Background: an optimization exercise with open tools, aiming at small area, a short achievable clock period and few clock cycles per item. Do not read the settings as production practice. Function was checked by simulation only, so behaviour that the tests miss may differ from the original.

==> build 54 <==
// inclusive_day_count_between_dates
module inclusive_day_count_between_dates #(
	parameter int unsigned MAX_YEAR = 9999
) (
	input  logic        clk,
	input  logic        arst_n,
	input  logic        dates_valid,
	output logic        dates_ready,
	input  logic [4:0]  dates_start_day,
	input  logic [3:0]  dates_start_month,
	input  logic [13:0] dates_start_year,
	input  logic [4:0]  dates_end_day,
	input  logic [3:0]  dates_end_month,
	input  logic [13:0] dates_end_year,
	output logic        result_valid,
	input  logic        result_ready,
	output logic [21:0] result_day_count,
	output logic        result_order_error
);
Settings: LEC_CHECK=0, CAP_MARGIN=20, CORE_MARGIN=2, CORE_UTILIZATION=40, CTS_BUF_LIST=sky130_fd_sc_hd__clkbuf_8, SETUP_SLACK_MARGIN=4.7, SLEW_MARGIN=20, SYNTH_HIERARCHICAL=1; clock period 10.0 ns.
standard.sh (not shown) runs the stock make flow with config.mk's settings and CLKGATE_MAP_FILE= SYNTH_SCRIPT=/design/flow/synth_recipe.tcl, a recipe that flattens the netlist after the stock synthesis.
==> flow/flow/run.sh <==
#!/bin/bash
# The standard layout (the standard.sh, unchanged synthesis), with the
# port buffers made from the smallest buffer cell instead of the default
# choice; the resizer still upsizes them where timing needs it. ORFS writes
# each step's full log under orfs/logs; make's own output goes to
# standard.log.
set -uo pipefail
bash standard.sh "BUFFER_PORTS_ARGS=-buffer_cell sky130_fd_sc_hd__buf_1" finish > standard.log 2>&1
==> build 90 (differences from build 54) <==
--- a/flow/design.v
+++ b/flow/design.v
@@ -865,35 +865,57 @@
 	assign d_v_72 = d_v_17 ^ d_v_44;
 	assign d_v_73 = d_v_19 ^ d_v_58;
 	assign d_v_74 = d_v_21 ^ d_v_50;
 	assign d_v_75 = d_v_23 ^ d_v_60;
 	assign d_v_76 = 1'b1 ^ d_v_46;
 	logic [12:0] da;
 	assign da = {d_v_76, d_v_75, d_v_74, d_v_73, d_v_72, d_v_71, d_v_70, d_v_69, d_v_68, d_v_67, d_v_66, d_v_65, d_v_64};
 	logic [8:0] te_t;
-	assign te_t[0] = (e_month == 4'd2) || (e_month == 4'd3) || (e_month == 4'd6) || (e_month == 4'd7) || (e_month == 4'd9) || (e_month == 4'd10) || (e_month == 4'd13) || (e_month == 4'd14) || (e_month == 4'd15);
-	assign te_t[1] = (e_month == 4'd2) || (e_month == 4'd3) || (e_month == 4'd4) || (e_month == 4'd6) || (e_month == 4'd9) || (e_month == 4'd12);
-	assign te_t[2] = (e_month == 4'd2) || (e_month == 4'd6) || (e_month == 4'd7) || (e_month == 4'd8) || (e_month == 4'd12) || (e_month == 4'd13) || (e_month == 4'd14) || (e_month == 4'd15);
-	assign te_t[3] = (e_month == 4'd2) || (e_month == 4'd3) || (e_month == 4'd4) || (e_month == 4'd5) || (e_month == 4'd12) || (e_month == 4'd13) || (e_month == 4'd14) || (e_month == 4'd15);
-	assign te_t[4] = (e_month == 4'd2) || (e_month == 4'd3) || (e_month == 4'd4) || (e_month == 4'd5) || (e_month == 4'd6) || (e_month == 4'd7) || (e_month == 4'd8) || (e_month == 4'd9) || (e_month == 4'd10) || (e_month == 4'd11);
-	assign te_t[5] = (e_month == 4'd3) || (e_month == 4'd5) || (e_month == 4'd7) || (e_month == 4'd9) || (e_month == 4'd11) || (e_month == 4'd13) || (e_month == 4'd14) || (e_month == 4'd15);
-	assign te_t[6] = (e_month == 4'd4) || (e_month == 4'd5) || (e_month == 4'd8) || (e_month == 4'd9) || (e_month == 4'd12) || (e_month == 4'd13) || (e_month == 4'd14) || (e_month == 4'd15);
-	assign te_t[7] = (e_month == 4'd6) || (e_month == 4'd7) || (e_month == 4'd8) || (e_month == 4'd9);
-	assign te_t[8] = (e_month == 4'd10) || (e_month == 4'd11) || (e_month == 4'd12) || (e_month == 4'd13) || (e_month == 4'd14) || (e_month == 4'd15);
+	always_comb begin
+		case (e_month)
+			4'd0: te_t = 9'd0;
+			4'd1: te_t = 9'd0;
+			4'd2: te_t = 9'd31;
+			4'd3: te_t = 9'd59;
+			4'd4: te_t = 9'd90;
+			4'd5: te_t = 9'd120;
+			4'd6: te_t = 9'd151;
+			4'd7: te_t = 9'd181;
+			4'd8: te_t = 9'd212;
+			4'd9: te_t = 9'd243;
+			4'd10: te_t = 9'd273;
+			4'd11: te_t = 9'd304;
+			4'd12: te_t = 9'd334;
+			4'd13: te_t = 9'd365;
+			4'd14: te_t = 9'd365;
+			4'd15: te_t = 9'd365;
+		endcase
+	end
 	logic [8:0] ts_t;
-	assign ts_t[0] = (s_month == 4'd0) || (s_month == 4'd1) || (s_month == 4'd4) || (s_month == 4'd5) || (s_month == 4'd8) || (s_month == 4'd11) || (s_month == 4'd12);
-	assign ts_t[1] = (s_month == 4'd2) || (s_month == 4'd3) || (s_month == 4'd4) || (s_month == 4'd6) || (s_month == 4'd9) || (s_month == 4'd12);
-	assign ts_t[2] = (s_month == 4'd0) || (s_month == 4'd1) || (s_month == 4'd2) || (s_month == 4'd5) || (s_month == 4'd6) || (s_month == 4'd10) || (s_month == 4'd11) || (s_month == 4'd12);
-	assign ts_t[3] = (s_month == 4'd0) || (s_month == 4'd1) || (s_month == 4'd2) || (s_month == 4'd7) || (s_month == 4'd8) || (s_month == 4'd9) || (s_month == 4'd10) || (s_month == 4'd11) || (s_month == 4'd12);
-	assign ts_t[4] = (s_month == 4'd3) || (s_month == 4'd4) || (s_month == 4'd5) || (s_month == 4'd6) || (s_month == 4'd7) || (s_month == 4'd8) || (s_month == 4'd9) || (s_month == 4'd10) || (s_month == 4'd11) || (s_month == 4'd12);
-	assign ts_t[5] = (s_month == 4'd0) || (s_month == 4'd1) || (s_month == 4'd3) || (s_month == 4'd5) || (s_month == 4'd7) || (s_month == 4'd9) || (s_month == 4'd11);
-	assign ts_t[6] = (s_month == 4'd0) || (s_month == 4'd1) || (s_month == 4'd2) || (s_month == 4'd5) || (s_month == 4'd6) || (s_month == 4'd9) || (s_month == 4'd10);
-	assign ts_t[7] = (s_month == 4'd5) || (s_month == 4'd6) || (s_month == 4'd7) || (s_month == 4'd8);
-	assign ts_t[8] = (s_month == 4'd0) || (s_month == 4'd1) || (s_month == 4'd2) || (s_month == 4'd3) || (s_month == 4'd4);
+	always_comb begin
+		case (s_month)
+			4'd0: ts_t = 9'd365;
+			4'd1: ts_t = 9'd365;
+			4'd2: ts_t = 9'd334;
+			4'd3: ts_t = 9'd306;
+			4'd4: ts_t = 9'd275;
+			4'd5: ts_t = 9'd245;
+			4'd6: ts_t = 9'd214;
+			4'd7: ts_t = 9'd184;
+			4'd8: ts_t = 9'd153;
+			4'd9: ts_t = 9'd122;
+			4'd10: ts_t = 9'd92;
+			4'd11: ts_t = 9'd61;
+			4'd12: ts_t = 9'd31;
+			4'd13: ts_t = 9'd0;
+			4'd14: ts_t = 9'd0;
+			4'd15: ts_t = 9'd0;
+		endcase
+	end
 	logic [4:0] sdn;
 	assign sdn = ~s_day;
 	logic w_v_1;
 	logic w_v_2;
 	logic w_v_3;
 	logic w_v_4;
 	logic w_v_5;
 	logic w_v_6;
@@ -1051,42 +1073,50 @@
 	assign w_v_83 = w_v_45 ^ w_v_61;
 	assign w_v_84 = w_v_28 ^ w_v_73;
 	logic [9:0] v;
 	assign v = {w_v_84, w_v_83, w_v_82, w_v_81, w_v_80, w_v_79, w_v_78, w_v_77, w_v_76, w_v_75};
 	logic [12:0] da_q;
 	logic [6:0]  sc_q, ecn_q;
 	logic        sl_q, eln_q;
 	logic [9:0]  v_q;
-	logic [2:0]  db_q;
+	logic [1:0]  sb_q, eb_q;
 	always_ff @(posedge clk) begin
 		if (en1) begin
 			da_q  <= {~da[12], da[11:0]};
 			sc_q  <= s_u;
 			ecn_q <= ~e_u;
 			sl_q  <= s_lp;
 			eln_q <= ~e_lp;
 			v_q   <= v;
-			db_q  <= {1'b0, e_b} - {1'b0, s_b};
+			sb_q  <= s_b;
+			eb_q  <= e_b;
 		end
 	end
 	logic [12:0] yb_t;
-	assign yb_t[0] = (db_q == 3'd1) || (db_q == 3'd3) || (db_q == 3'd5) || (db_q == 3'd7);
-	assign yb_t[1] = (db_q == 3'd2) || (db_q == 3'd3) || (db_q == 3'd6) || (db_q == 3'd7);
-	assign yb_t[2] = (db_q == 3'd0) || (db_q == 3'd2) || (db_q == 3'd5) || (db_q == 3'd7);
-	assign yb_t[3] = (db_q == 3'd2) || (db_q == 3'd3) || (db_q == 3'd5) || (db_q == 3'd6);
-	assign yb_t[4] = (db_q == 3'd0) || (db_q == 3'd3) || (db_q == 3'd6);
-	assign yb_t[5] = (db_q == 3'd2) || (db_q == 3'd4) || (db_q == 3'd6) || (db_q == 3'd7);
-	assign yb_t[6] = (db_q == 3'd2) || (db_q == 3'd3) || (db_q == 3'd4) || (db_q == 3'd5);
-	assign yb_t[7] = (db_q == 3'd1) || (db_q == 3'd2) || (db_q == 3'd5) || (db_q == 3'd7);
-	assign yb_t[8] = (db_q == 3'd1) || (db_q == 3'd5) || (db_q == 3'd6);
-	assign yb_t[9] = (db_q == 3'd0) || (db_q == 3'd1) || (db_q == 3'd3) || (db_q == 3'd6);
-	assign yb_t[10] = (db_q == 3'd0) || (db_q == 3'd1) || (db_q == 3'd7);
-	assign yb_t[11] = (db_q == 3'd0) || (db_q == 3'd1) || (db_q == 3'd4) || (db_q == 3'd5) || (db_q == 3'd6) || (db_q == 3'd7);
-	assign yb_t[12] = (db_q == 3'd2) || (db_q == 3'd3);
+	always_comb begin
+		case ({eb_q, sb_q})
+			4'd0: yb_t = 13'd3604;
+			4'd1: yb_t = 13'd3239;
+			4'd2: yb_t = 13'd2874;
+			4'd3: yb_t = 13'd2509;
+			4'd4: yb_t = 13'd3969;
+			4'd5: yb_t = 13'd3604;
+			4'd6: yb_t = 13'd3239;
+			4'd7: yb_t = 13'd2874;
+			4'd8: yb_t = 13'd4334;
+			4'd9: yb_t = 13'd3969;
+			4'd10: yb_t = 13'd3604;
+			4'd11: yb_t = 13'd3239;
+			4'd12: yb_t = 13'd4699;
+			4'd13: yb_t = 13'd4334;
+			4'd14: yb_t = 13'd3969;
+			4'd15: yb_t = 13'd3604;
+		endcase
+	end
 	logic t_1;
 	logic t_2;
 	logic t_3;
 	logic t_4;
 	logic t_5;
 	logic t_6;
 	logic t_7;
 	logic t_8;
- CTS_BUF_LIST: sky130_fd_sc_hd__clkbuf_8 -> sky130_fd_sc_hd__clkbuf_16
- SETUP_SLACK_MARGIN: 4.7 -> 5
==> comparison <==
In build 90 the sequential cell count is higher than in build 54, by 1. First-iteration DRC count: build 90 is smaller than build 54 (about 28%). Against build 90, the register-to-register slack of build 54 is worse by 0.04 ns.
Testbench counts of build 54, summed over its fixed seeds: cycles 3,216, items 3,200.
Testbench counts of build 90, summed over its fixed seeds: cycles 3,216, items 3,200.

==> separate check: timing with driven ports <==
No port has a modelled driver above. Below, the same layouts with a new extraction and two added sets of constraints. Step 1: set_driving_cell puts a clkbuf_16 on clk and a buf_2 on each other input, an assumption about the parent block. Step 2 times the ports against the registers' clock, not the clock port: input delays grow and output delays shrink by t, the midpoint of the rising clock arrivals with the driver on. a / b / c = ideal ports / drivers / drivers and shift; a / b = the first two.
run	shift t [ns]	setup slack, ns	worst setup path at the end
build 54	0.386	4.812 / 4.823 / 4.437	input to register
build 90	0.367	5.016 / 5.016 / 4.709	input to register
After both steps setup and hold are still met in every run listed. The setup slack of build 54, which loses most, moves by +0.011 ns with the drivers and by -0.375 ns with both steps.
